From an optimization exercise on the open Yosys and OpenROAD flow, aimed at small area and a short achievable clock period; shortcuts taken in it are not production practice.
Power figures rest on the tool's default switching activity, not on a simulated workload.

Setup of v6:
## sid_synth_top
module sid_synth_top #(
    parameter  int NUM_VOICES = 4,
    parameter  int SAMPLE_DIV = 256,
    localparam int MIX_W      = synth_pkg::REG_W + 2
) (
    input  wire logic             clk,
    input  wire logic             rst_n,
    input  wire logic             spi_clk,
    input  wire logic             spi_cs_n,
    input  wire logic             spi_mosi,
    output logic      [MIX_W-1:0] sample,
    output logic                  sample_valid
);
    logic [NUM_VOICES-1:0][15:0] freq, freq_n;
    logic [NUM_VOICES-1:0][7:0]  pw, pw_n, attack, sustain, level;
    logic [NUM_VOICES-1:0][3:0]  wave, wave_n;
    logic                        is254, step_en, at_tick, pass2, freq_busy;
    spi_voice_regs #(
        .NUM_VOICES (NUM_VOICES)
    ) u_regs (
        .clk      (clk),
        .rst_n    (rst_n),
        .spi_clk  (spi_clk),
        .spi_cs_n (spi_cs_n),
        .spi_mosi (spi_mosi),
        .freq_busy(freq_busy),
        .freq     (freq),
        .freq_n   (freq_n),
        .pw       (pw),
        .pw_n     (pw_n),
        .attack   (attack),
        .sustain  (sustain),
        .wave     (wave),
        .wave_n   (wave_n)
    );
    for (genvar v = 0; v < NUM_VOICES; v++) begin : g_voice
        sid_voice u_voice (
            .clk     (clk),
            .rst_n   (rst_n),
            .is254   (is254),
            .step_en (step_en),
            .at_tick (at_tick),
            .pass2   (pass2),
            .freq    (freq[v]),
            .freq_n  (freq_n[v]),
            .pw_n    (pw_n[v]),
            .attack  (attack[v]),
            .sustain (sustain[v]),
            .wave    (wave[v]),
            .wave_n  (wave_n[v]),
            .m       (level[v])
        );
    end
    voice_mixer #(
        .NUM_VOICES (NUM_VOICES),
        .MIX_W      (MIX_W)
    ) u_mixer (
  ...
Size: roughly 2900 cells after synthesis, ~450 flip-flops, ~16 I/O pins, roughly 30000 µm² of cells after synthesis.
Settings: LEC_CHECK=0, CAP_MARGIN=20, CORE_MARGIN=2, CORE_UTILIZATION=40, CTS_CLUSTER_DIAMETER=80, CTS_CLUSTER_SIZE=20, SETUP_SLACK_MARGIN=3.0, SLEW_MARGIN=20; clock period 7.0 ns.
run.sh (not shown) runs the stock make flow with config.mk's settings and CLKGATE_MAP_FILE= SYNTH_SCRIPT=/design/flow/synth_recipe.tcl, a recipe that flattens the netlist after the stock synthesis.
[inputs] v7 vs v6
diff --git a/flow/design.v b/flow/design.v
--- a/flow/design.v
+++ b/flow/design.v
@@ -58,47 +58,45 @@
             sclk_s2 <= sclk_s1;
             cs_n_s1 <= spi_cs_n;
             mosi_s1 <= spi_mosi;
         end
     end
     logic       sclk_rise;
     logic [3:0] bit_cnt;
     logic [4:0] hdr;        
-    logic [6:0] dat;        
-    logic       dat0;       
+    logic [7:0] dat;        
     logic       frame_done;
     assign sclk_rise  = sclk_s1 & ~sclk_s2;
     assign frame_done = ~cs_n_s1 & sclk_rise & (bit_cnt == 4'd15);
     always_ff @(posedge clk or negedge rst_n) begin
         if (!rst_n) begin
             bit_cnt <= '0;
         end else if (cs_n_s1) begin
             bit_cnt <= '0;
         end else if (sclk_rise) begin
             bit_cnt <= bit_cnt + 4'd1;
         end
     end
     always_ff @(posedge clk) begin
         if (sclk_rise && bit_cnt < 4'd5) hdr <= {hdr[3:0], mosi_s1};
-        if (sclk_rise && bit_cnt[3] && bit_cnt != 4'd15) dat <= {dat[5:0], mosi_s1};
-        if (sclk_rise && bit_cnt == 4'd15) dat0 <= mosi_s1;
+        if (sclk_rise) dat <= {dat[6:0], mosi_s1};
     end
     logic       is_f;       
     logic       pend_f;     
     logic       wr_now, wr_f;
     logic [7:0] wr_data;
     assign is_f = (hdr[4:3] == 2'b00);
     always_ff @(posedge clk or negedge rst_n) begin
         if (!rst_n) pend_f <= 1'b0;
         else        pend_f <= (pend_f | (frame_done & is_f)) & freq_busy;
     end
     assign wr_now  = frame_done;
     assign wr_f    = (frame_done | pend_f) & ~freq_busy;
-    assign wr_data = {dat, pend_f ? dat0 : mosi_s1};
+    assign wr_data = pend_f ? dat : {dat[6:0], mosi_s1};
     always_comb begin
         freq_n = freq;
         pw_n   = pw;
         wave_n = wave;
         for (int v = 0; v < NUM_VOICES; v++) begin
             if (hdr[1:0] == 2'(v)) begin
                 case (hdr[4:2])
                     3'd0: if (wr_f)   freq_n[v][7:0]  = wr_data;
@@ -196,19 +194,19 @@
     assign gate    = wave_n[0];
     assign sus_lvl = {sustain[3:0], sustain[3:0]};
     always_comb begin
         gst = st;
         if (gate && (st == S_IDLE || st == S_REL)) gst = S_ATK;
         else if (!gate && (st == S_ATK || st == S_DEC || st == S_SUS)) gst = S_REL;
     end
     always_ff @(posedge clk) begin
-        is_atk <= is254 & (gst == S_ATK);
-        is_dec <= is254 & (gst == S_DEC);
-        is_rel <= is254 & (gst == S_REL);
+        is_atk <= (gst == S_ATK);
+        is_dec <= (gst == S_DEC);
+        is_rel <= (gst == S_REL);
     end
     assign nib  = is_dec ? attack[7:4] : sustain[7:4];
     assign opb  = is_atk ? {4'b0000, attack[3:0]} : {4'b1111, ~nib};
     assign esum = {1'b0, env} + {1'b0, opb} + 9'(is_atk);
     assign dec_floor = {1'b0, sus_lvl} + 9'(attack[7:4]) + 9'd1;
     assign dec_le    = {1'b0, env} <= dec_floor;
     always_comb begin
         nst  = st;
@@ -238,17 +236,17 @@
                 nst  = S_REL;
             end
         end
     end
     always_ff @(posedge clk or negedge rst_n) begin
         if (!rst_n) begin
             env <= '0;
             st  <= S_IDLE;
-        end else begin
+        end else if (step_en) begin
             env <= nenv;
             st  <= nst;
         end
     end
     logic [7:0] tri_v, w_n;
     logic       lt0, lt1, pul_ok, any_sel;
     logic [3:0] w_lo, w_hi;    
     assign tri_v   = {p_step[6:0], 1'b0} ^ {8{p_step[7]}};
[summary]
- Delta(share of layout cells above drive strength 1, v7 - v6) < 0
- Looking at part of the total power dissipated in sequential elements, v7 sits 3.5 points below v6.
- Cmp v6 and v7 / fraction of the cycle the final worst path needs / higher: v6
- Diff v6 -> v7: number of H-tree branching levels up 1; count of multi-input combinational gates now sits higher; non-clock buffer count up 1; final cell utilization of the core held.
- The number of sequential storage elements on v7 is in line with that on v6.
- Compared v7 vs v6, and first-pass GRT wire length is down in v7.
- Against v6, v7 comes in 0.23 points higher on share of the synthesized netlist area taken by xor and xnor gates.
- Total die area (v7 vs. v6) decreases slightly
- v7 vs v6 on met1 track demand over resource: v7 is the higher one.
- Of the two candidates, v6 has the worse final worst setup slack and v7 the better one.
No functional check of the RTL was part of any run of this note.

-- port drivers added, routing unchanged --
Ports are ideal in the flow. The routed layouts listed here were re-timed in OpenROAD.
Step 1 assumes that a clkbuf_16 drives the clock port and a buf_2 every other input.
Step 2 moves the port delays by t, midway between the first and last clock arrival at a register: inputs arrive t later, outputs are due t later. That takes back most of the time a late clock gives input paths.
a / b / c = ideal / step 1 / step 2; a / b = the first two.
run | t, ns | slack for setup (ns) | worst register clock-pin slew, ns
v6 | 0.667 | 3.043 / 3.043 / 3.043 | 0.09 / 0.09
v7 | 0.628 | 3.126 / 3.126 / 3.126 | 0.09 / 0.09
After both steps setup and hold are still met in every run listed.
